This is an optimization exercise on Yosys and OpenROAD, whose aim is small area, not a production implementation.
Only simulation tests tie the RTL to the original design; equivalence was not proved.
Power figures rest on the tool's default switching activity, not on a simulated workload.

==> flow/flow/run.sh <==
#!/bin/bash
# Own layout flow: the standard synthesis, then an area-oriented re-mapping of
# the combinational logic only (every register keeps its name and cell type),
# then the standard floorplan-to-finish steps with small port buffers and a
# lighter clock tree. Each tool writes its full output to a log_*.log here.
set -euo pipefail
HERE=$(pwd)
FLOWDIR=$HERE/flow
RES=$HERE/orfs/results/$FLOW_PLATFORM/mem_moc_responder/base
LIB=$FLOW_HOME/platforms/sky130hd/lib/sky130_fd_sc_hd__tt_025C_1v80.lib

# 1. Standard synthesis.
bash standard.sh synth > $HERE/log_1_synth.log 2>&1
cp $RES/1_2_yosys.v $HERE/1_2_yosys.std.v

# 2. Re-map the combinational cells with ABC's area mapper, trying a few
#    scripts and keeping the smallest result. Registers are blackboxed so they
#    pass through untouched.
SCRIPTS=(
  "strash;dc2;&get -n;&deepsyn -T 240;&put;dc2;dch -f;amap -F 5 -A 5"
  "strash;&get -n;&deepsyn -T 240;&put;dch -f;amap -F 5 -A 5"
  "strash;dc2;&get -n;&deepsyn -T 240 -S 11;&put;dc2;dch -f;amap -F 5 -A 5"
  "strash;dc2;&get -n;&deepsyn -T 240 -S 33;&put;dc2;dch -f;amap -F 5 -A 5"
)
remap() {
  local i=$1 scr=$2
  echo "$scr" | tr ';' '\n' > $HERE/remap_$i.abc
  cat > $HERE/remap_$i.ys <<EOT
read_liberty -ignore_miss_func $LIB
blackbox $(cat $FLOWDIR/seq_cells.txt)
read_verilog $HERE/1_2_yosys.std.v
hierarchy -top $FLOW_TOP
flatten
rename -hide w:*.*
opt -purge
abc -liberty $LIB -dont_use *probe* -dont_use *lpflow* -dont_use *__conb* -script $HERE/remap_$i.abc
opt_clean -purge
hilomap -singleton -hicell sky130_fd_sc_hd__conb_1 HI -locell sky130_fd_sc_hd__conb_1 LO
splitnets
insbuf -buf sky130_fd_sc_hd__buf_4 A X
opt_clean -purge
stat -liberty $LIB
write_verilog -noattr -noexpr -nohex -nodec $HERE/remap_$i.v
EOT
  yosys -l $HERE/log_2_remap_$i.log $HERE/remap_$i.ys > /dev/null 2>&1 || true
}
for i in "${!SCRIPTS[@]}"; do remap $i "${SCRIPTS[$i]}" & done
wait
best=""; besta=""
for i in "${!SCRIPTS[@]}"; do
  a=$(grep -h "Chip area for module" $HERE/log_2_remap_$i.log 2>/dev/null | tail -1 | awk '{print $NF}')
  [[ -n "$a" && -s $HERE/remap_$i.v ]] || continue
  # A result far below the registers' own area means lost logic: skip it.
  awk "BEGIN{exit !($a > 16500)}" || continue
  if [[ -z "$besta" ]] || awk "BEGIN{exit !($a < $besta)}"; then best=$i; besta=$a; fi
done
echo "remap: picked script $best, area $besta" > $HERE/log_2_remap_pick.log
cp $HERE/remap_$best.v $RES/1_2_yosys.v
rm -f $RES/1_synth.odb $RES/1_synth.sdc
bash standard.sh synth > $HERE/log_3_synth_odb.log 2>&1

# 3. Standard layout steps with smaller port buffers and clock tree settings.
bash standard.sh \
  "BUFFER_PORTS_ARGS=-buffer_cell sky130_fd_sc_hd__buf_1" \
  "CTS_ARGS=-sink_clustering_enable -repair_clock_nets -buf_list sky130_fd_sc_hd__clkbuf_4 -sink_clustering_size 10 -sink_clustering_max_diameter 50 -dont_use_dummy_load" \
  finish > $HERE/log_4_layout.log 2>&1
==> flow/config.mk <==
export PLATFORM = sky130hd
export DESIGN_NAME = mem_moc_responder
export DESIGN_NICKNAME = mem_moc_responder
export VERILOG_FILES = /design/flow/design.v
export SDC_FILE = /design/flow/constraint.sdc
export NUM_CORES = 4
export LEC_CHECK = 0
export ABC_AREA = 1
export CAP_MARGIN = 10
export CORE_MARGIN = 2
export CORE_UTILIZATION = 65
export GPL_TIMING_DRIVEN = 0
export PLACE_DENSITY = 0.75
export SLEW_MARGIN = 10
==> flow/constraint.sdc <==
create_clock -name core_clock -period 10.0 [get_ports {Clk}]
set_input_delay 2.0000 -clock core_clock [delete_from_list [all_inputs] [get_ports {Clk}]]
set_output_delay 2.0000 -clock core_clock [all_outputs]
set_load 0.01 [all_outputs]
==> flow/flow/seq_cells.txt <==
sky130_fd_sc_hd__dfbbn_1 sky130_fd_sc_hd__dfbbn_2 sky130_fd_sc_hd__dfbbp_1 sky130_fd_sc_hd__dfrbp_1 sky130_fd_sc_hd__dfrbp_2 sky130_fd_sc_hd__dfrtn_1 sky130_fd_sc_hd__dfrtp_1 sky130_fd_sc_hd__dfrtp_2 sky130_fd_sc_hd__dfrtp_4 sky130_fd_sc_hd__dfsbp_1 sky130_fd_sc_hd__dfsbp_2 sky130_fd_sc_hd__dfstp_1 sky130_fd_sc_hd__dfstp_2 sky130_fd_sc_hd__dfstp_4 sky130_fd_sc_hd__dfxbp_1 sky130_fd_sc_hd__dfxbp_2 sky130_fd_sc_hd__dfxtp_1 sky130_fd_sc_hd__dfxtp_2 sky130_fd_sc_hd__dfxtp_4 sky130_fd_sc_hd__dlclkp_1 sky130_fd_sc_hd__dlclkp_2 sky130_fd_sc_hd__dlclkp_4 sky130_fd_sc_hd__dlrbn_1 sky130_fd_sc_hd__dlrbn_2 sky130_fd_sc_hd__dlrbp_1 sky130_fd_sc_hd__dlrbp_2 sky130_fd_sc_hd__dlrtn_1 sky130_fd_sc_hd__dlrtn_2 sky130_fd_sc_hd__dlrtn_4 sky130_fd_sc_hd__dlrtp_1 sky130_fd_sc_hd__dlrtp_2 sky130_fd_sc_hd__dlrtp_4 sky130_fd_sc_hd__dlxbn_1 sky130_fd_sc_hd__dlxbn_2 sky130_fd_sc_hd__dlxbp_1 sky130_fd_sc_hd__dlxtn_1 sky130_fd_sc_hd__dlxtn_2 sky130_fd_sc_hd__dlxtn_4 sky130_fd_sc_hd__dlxtp_1 sky130_fd_sc_hd__edfxbp_1 sky130_fd_sc_hd__edfxtp_1 sky130_fd_sc_hd__lpflow_inputisolatch_1 sky130_fd_sc_hd__sdfbbn_1 sky130_fd_sc_hd__sdfbbn_2 sky130_fd_sc_hd__sdfbbp_1 sky130_fd_sc_hd__sdfrbp_1 sky130_fd_sc_hd__sdfrbp_2 sky130_fd_sc_hd__sdfrtn_1 sky130_fd_sc_hd__sdfrtp_1 sky130_fd_sc_hd__sdfrtp_2 sky130_fd_sc_hd__sdfrtp_4 sky130_fd_sc_hd__sdfsbp_1 sky130_fd_sc_hd__sdfsbp_2 sky130_fd_sc_hd__sdfstp_1 sky130_fd_sc_hd__sdfstp_2 sky130_fd_sc_hd__sdfstp_4 sky130_fd_sc_hd__sdfxbp_1 sky130_fd_sc_hd__sdfxbp_2 sky130_fd_sc_hd__sdfxtp_1 sky130_fd_sc_hd__sdfxtp_2 sky130_fd_sc_hd__sdfxtp_4 sky130_fd_sc_hd__sdlclkp_1 sky130_fd_sc_hd__sdlclkp_2 sky130_fd_sc_hd__sdlclkp_4 sky130_fd_sc_hd__sedfxbp_1 sky130_fd_sc_hd__sedfxbp_2 sky130_fd_sc_hd__sedfxtp_1 sky130_fd_sc_hd__sedfxtp_2 sky130_fd_sc_hd__sedfxtp_4
==> flow/standard.sh <==
#!/bin/bash
# synth_recipe.tcl (not shown) runs the flow's synth.tcl, then flattens the netlist and writes it again
# the make line also repeats each setting of config.mk as NAME=value (left out here)
make -C /OpenROAD-flow-scripts/flow DESIGN_CONFIG=/design/flow/config.mk WORK_HOME=/design/flow/orfs CLKGATE_MAP_FILE= SYNTH_SCRIPT=/design/flow/synth_recipe.tcl "${@:-finish}"
==> flow/design.v <==
package mem_pkg;
    localparam logic [1:0] DT_BYTE = 2'b00;
    localparam logic [1:0] DT_HALF = 2'b01;
    localparam logic [1:0] DT_WORD = 2'b10;
    localparam logic [1:0] DT_RSVD = 2'b11;
    typedef enum logic [1:0] {
        StIdle  = 2'd0,
        StBusy1 = 2'd1,
        StBusy2 = 2'd2,
        StDone  = 2'd3
    } state_t;
endpackage
module mem_byte_array (
    input  logic        Clk,
    input  logic [31:0] we,      
    input  logic [31:0] wdata,   
    input  logic [31:0] rsel,    
    output logic [31:0] rdata    
);
    for (genvar j = 0; j < 4; j++) begin : g_lane
        logic [63:0] ring_a, ring_b;   
        logic [71:0] rd;                
        for (genvar g = 0; g < 8; g++) begin : g_ring
            always_ff @(posedge Clk) begin
                ring_a[8*g +: 8] <= we[8*j+g] ? wdata[8*j +: 8] : ring_b[8*g +: 8];
                ring_b[8*g +: 8] <= ring_a[8*g +: 8];
            end
        end
        assign rd[7:0] = 8'd0;
        for (genvar g = 0; g < 8; g++) begin : g_tap
            assign rd[8*(g+1) +: 8] = rd[8*g +: 8] | (ring_a[8*g +: 8] & {8{rsel[8*j+g]}});
        end
        assign rdata[8*j +: 8] = rd[64 +: 8];
    end
endmodule
module mem_moc_responder #(
    parameter int unsigned LATENCY = 2,
    parameter int unsigned DEPTH   = 64
) (
    input  logic        Clk,
    input  logic        Reset_n,
    input  logic        MFA,
    input  logic        RW,
    input  logic [1:0]  DataType,
    input  logic        SignExt,
    input  logic [5:0]  Address,
    input  logic [31:0] DataIn,
    output logic [31:0] DataOut,
    output logic        MOC,
    output logic        Err
);
    mem_pkg::state_t state_q;
    logic            moc_q;
    logic [31:0]     dout_q;
    logic            rw_q, sext_q;
    logic [1:0]      dt_q;
    logic [5:0]      addr_q;
    logic [31:0]     data_q;
    logic            phase_q;   
    logic            wpend_q;   
    logic            in_idle, in_busy1, in_busy2, in_done, fault;
    logic            do_write, do_read, commit;
    logic [1:0]      rot;
    logic [31:0]     rot_in, rot_mid, rot_out, tap, rd_word;
    logic [31:0]     we, rsel;
    logic [3:0]      lane_en, lane_late, out_late;
    assign in_idle  = (state_q == mem_pkg::StIdle);
    assign in_busy1 = (state_q == mem_pkg::StBusy1);
    assign in_busy2 = (state_q == mem_pkg::StBusy2);
    assign in_done  = (state_q == mem_pkg::StDone);
    assign fault    = (dt_q == mem_pkg::DT_RSVD);
    assign do_write = in_busy2 && MFA && !rw_q && !fault;
    assign do_read  = in_busy2 && MFA &&  rw_q && !fault;
    assign commit   = do_write || wpend_q;
    for (genvar j = 0; j < 4; j++) begin : g_lane
        logic [3:0] row;
        logic [1:0] k;
        assign row = addr_q[5:2] + {3'd0, (addr_q[1:0] > 2'(j))};
        assign k   = 2'(j) - addr_q[1:0];
        assign lane_en[j] = (dt_q == mem_pkg::DT_WORD) ||
                            ((dt_q == mem_pkg::DT_HALF) && !k[1]) ||
                            ((dt_q == mem_pkg::DT_BYTE) && (k == 2'd0));
        assign lane_late[j] = row[0] ^ phase_q;
        for (genvar g = 0; g < 8; g++) begin : g_ring
            assign rsel[8*j+g] = !in_idle && (row[3:1] == 3'(g));
            assign we[8*j+g]   = commit && lane_en[j] && lane_late[j] && (row[3:1] == 3'(g));
        end
    end
    assign rot    = in_idle ? (2'd0 - Address[1:0]) : addr_q[1:0];
    assign rot_in = ({32{in_idle}} & DataIn) | tap;
    always_comb begin
        rot_mid = rot[1] ? {rot_in[15:0], rot_in[31:16]} : rot_in;
        rot_out = rot[0] ? {rot_mid[7:0], rot_mid[31:8]} : rot_mid;
        case (addr_q[1:0])
            2'd0:    out_late = lane_late;
            2'd1:    out_late = {lane_late[0],   lane_late[3:1]};
            2'd2:    out_late = {lane_late[1:0], lane_late[3:2]};
            default: out_late = {lane_late[2:0], lane_late[3]};
        endcase
    end
    for (genvar m = 0; m < 4; m++) begin : g_out
        assign rd_word[8*m +: 8] = out_late[m] ? data_q[8*m +: 8] : rot_out[8*m +: 8];
    end
    mem_byte_array u_array (
        .Clk   (Clk),
        .we    (we),
        .wdata (data_q),
        .rsel  (rsel),
        .rdata (tap)
    );
    always_ff @(posedge Clk) begin
        if (phase_q) phase_q <= 1'b0;
        else         phase_q <= 1'b1;
        wpend_q <= do_write;
        if (in_idle) begin
            rw_q   <= RW;
            dt_q   <= DataType;
            sext_q <= SignExt;
            addr_q <= Address;
        end
        if (in_idle || (in_busy1 && rw_q)) data_q <= rot_out;
    end
    always_ff @(posedge Clk or negedge Reset_n) begin
        if (!Reset_n) begin
            state_q <= mem_pkg::StIdle;
            moc_q   <= 1'b0;
            dout_q  <= 32'd0;
        end else begin
            moc_q <= in_done && MFA;
            if (do_read) begin
                case (dt_q)
                    mem_pkg::DT_BYTE: dout_q <= {{24{sext_q & rd_word[7]}}, rd_word[7:0]};
                    mem_pkg::DT_HALF: dout_q <= {{16{sext_q & rd_word[15]}}, rd_word[15:0]};
                    default:          dout_q <= rd_word;
                endcase
            end
            case (state_q)
                mem_pkg::StIdle:  if (MFA) state_q <= mem_pkg::StBusy1;
                mem_pkg::StBusy1: state_q <= MFA ? mem_pkg::StBusy2 : mem_pkg::StIdle;
                mem_pkg::StBusy2: state_q <= MFA ? mem_pkg::StDone  : mem_pkg::StIdle;
                default:          if (!MFA) state_q <= mem_pkg::StIdle;
            endcase
        end
    end
    assign DataOut = dout_q;
    assign MOC     = moc_q;
    assign Err     = moc_q && fault;
endmodule
==> summary.txt <==
## flip-flops by register name, summed over array words and instances (netlist names)
| signal | cells |
|---|---|
| dout_q | 32 |
| u_array.g_lane.ring_b | 256 |
| state_q | 2 |
| u_array.g_lane.ring_a | 256 |
| dt_q | 2 |
| wpend_q | 1 |
| phase_q | 1 |
| addr_q | 6 |
| rw_q | 1 |
| sext_q | 1 |
| data_q | 32 |
| moc_q | 1 |
## metal layers
layer  wire length (µm)  part of all wire  vias up
met1              19400              0.42     6266
met2              20500              0.44      656
met4               1970             0.042        0
met3               4590             0.099      140
li1                   -                 -     6078
met5                  0                 0        -
## power breakdown
group | switching [mW] | internal [mW]
registers | 0.159 | 2.70
clock network | 0.703 | 0.320
logic | 0.417 | 0.206
## worst max-delay path, delay by kind of cell (launching register included)
| kind | cells | cell delay, ps |
|---|---|---|
| AOI/OAI and AO/OA | 9 | 3260 |
| buffers and inverters | 3 | 600 |
| DFF | 1 | 580 |
| and+or+nand+nor | 3 | 1060 |
## how the worst max path moves through the flow
| stage | slack (ps) | cells past startpoint | to |
|---|---|---|---|
| 4_1_cts | 4540 | 15 | dout_q[20]$_DFFE_PN0P_ |
| 3_3_place_gp | -860 | 10 | dout_q[26]$_DFFE_PN0P_ |
| 5_1_grt | 4100 | 15 | dout_q[20]$_DFFE_PN0P_ |
| 2_1_floorplan | 3420 | 13 | dout_q[14]$_DFFE_PN0P_ |
| 6_report | 4380 | 15 | dout_q[18]$_DFFE_PN0P_ |
| 3_5_place_dp | 4060 | 14 | dout_q[18]$_DFFE_PN0P_ |
## final cells by class
type	instances	area, µm²
Fill cell	2054	7740
Tap cell	341	427
Antenna cell	1	2.50
Clock buffer	69	518
Multi-Input combinational cell	925	4980
Sequential cell	591	12400
Inverter	79	297
Timing Repair Buffer	85	414
## cell usage in the layout, fill, tap and decap left out, drive strengths merged, types with 9 or more instances in the layout
cell type  instances
edfxtp            42
a222oi           103
o22a              32
clkinv            79
or2                9
nand2             22
dfrtp             35
dfxtp            514
a21oi            274
o22ai             61
o21ai             18
clkbuf            69
buf               85
nor2             353
nand3             36
==> run_results.csv <==
group,metric,value,unit
floorplanning,die_y,169,µm
worst_hold_path,hold_depth,0,
timing,slew_headroom,0.151,
drt,routed_via_density,6.28,
drt,firstDrtPassIters,10,
logic_synthesis,netlist_area,17600,µm²
cells_and_area,final_nets,1796,
global_route,grt_max_degree,33,
clock_tree,worstSkewPairLatency,740,ps
pwr,power_density,236,nW/µm²
cells_and_area,final_core_util,0.711,
global_route,met1_usage,0.453,
cells_and_area,fin_cells,2091,
clock_tree,h-tree-depth,3,
drt,drc,0,
clock_tree,cts-root-buf,"clkbuf_4",
timing,setup_slack,4380,ps
placement,pre_cts_slack,4060,ps
timing,period_share,0.562,
drt,totalWireLength,46.5,mm
cells_and_area,syn2layout_area_growth,8.07,%
floorplanning,num_rows,60,
drt,drtIter0Drc,1543,
logic_synthesis,avgSynthCellArea,11.1,µm²
drt,wl_per_cell,22.2,µm
outcome,status,"complete, no violations",
critical_path,startpoint,"addr_q[3]$_DFFE_PP_",
timing,clock_skew,78.6,ps
placement,gp_congestion,0.964,
timing,tightest_slew,1270,ps
cells_and_area,drive_gt1_frac,0.0543,
pwr,p_total,4.50,mW
cells_and_area,post-route-cell-area,19100,µm²
clock_tree,clk_pin_slew,100,ps
clock_tree,post-cts-setup-buffer-count,0,
critical_path,r2r_cells,15,
clock_tree,cts_max_path_buffers,3,
clock_tree,clock_sinks,591,
critical_path,worstPathArrival,6260,ps
floorplanning,boundaryPins,79,
logic_synthesis,synth_nets,1640,
floorplanning,initial_utilization,0.658,
global_route,busiest_layer,"met2",
global_route,met2_usage,0.487,
global_route,grt_pass1_vias,12486,
global_route,use_met3,0.0701,
critical_path,rrSetupSlack,4380,ps
worst_hold_path,hold_end,"u_array.g_lane[3].ring_b[21]$_DFF_P_",
logic_synthesis,synthCells,1595,
floorplanning,die-area,28500,µm²
critical_path,path_cells,"clkinv_1 -> a31oi_1 -> o22ai_1 -> clkinv_1 -> nand2_1 -> nor2_1 -> a222oi_1 -> nand3_1 -> o22ai_1 -> a21oi_1 -> clkinv_1 -> a22oi_1 -> o21a_1 -> a31o_1 -> o22a_1",
global_route,antenna_found_initial,1,
timing,fmax,0.178,GHz
placement,dp_hpwl,30.1,mm
critical_path,worst_path_largest_cell_delay,710,ps
floorplanning,die_w,169,µm
critical_path,start_kind,"flop",
clock_tree,cts_hold_buf,0,
pwr,peakVddDrop,0.167,mV
timing,fin_tns_setup,0,ps
critical_path,required,10640,ps
placement,dpl.cell_count,2019,
placement,numPortBuffers,78,
critical_path,crit_slowest_cell,"nor2_1",
timing,final_max_slew_viol_count,0,
logic_synthesis,yosysWarnings,2,
flow_run,maxCapViolations,0,
global_route,grt_pass1_wl,70.5,mm
timing,hold_ws,281,ps
floorplanning,coreArea,26800,µm²
clock_tree,cts_resized,0,
critical_path,crit_top_cell,"clkinv_1",
clock_tree,cts_buffers,69,
critical_path,rr_startpoint,"addr_q[3]$_DFFE_PP_",
critical_path,crit_fanout,16,
global_route,track_usage,0.324,
timing,setup_viol_count_final,0,
critical_path,r2r-end,"dout_q[18]$_DFFE_PN0P_",
worst_hold_path,min_path_type,"reg2reg",
clock_tree,cts_tree,"done",
critical_path,crit_type,"reg2reg",
timing,hold_viol_final,0,
worst_hold_path,hp-start,"u_array.g_lane[3].ring_a[21]$_DFF_P_",
placement,dpl_cell_area,18500,µm²
drt,num_vias,13140,
timing,period_minus_slack,5620,ps
timing,rsz0062_at_grt,"false",
global_route,gr-total-overflow,0,
critical_path,endpoint_kind,"flop",
drt,ant_nets,0,
pwr,power_leakage,7.27,nW

[static timing again, ports no longer ideal]
The results above use ideal ports. As a check the final layout listed here was re-extracted and re-timed, cells and wires unchanged. Step 1 assumes that a clkbuf_16 drives the clock port and a buf_2 every other input. Step 2 moves the port delays by t, midway between the first and last clock arrival at a register: inputs arrive t later, outputs are due t later. That takes back most of the time a late clock gives input paths. Slacks: ideal ports / drivers / drivers and shift; pairs: ideal ports / drivers.
shift t [ns]: 0.753
slack for setup (ns): 4.376 / 4.376 / 3.889
clock arrival spread, ns: 0.080 / 0.080
slew at the worst register clock pin (ns): 0.12 / 0.12
cell pins on the clock port's net: 1
After both steps this run still meets setup and hold. The setup slack of this run moves by 0.000 ns with the drivers and by -0.487 ns with both steps.
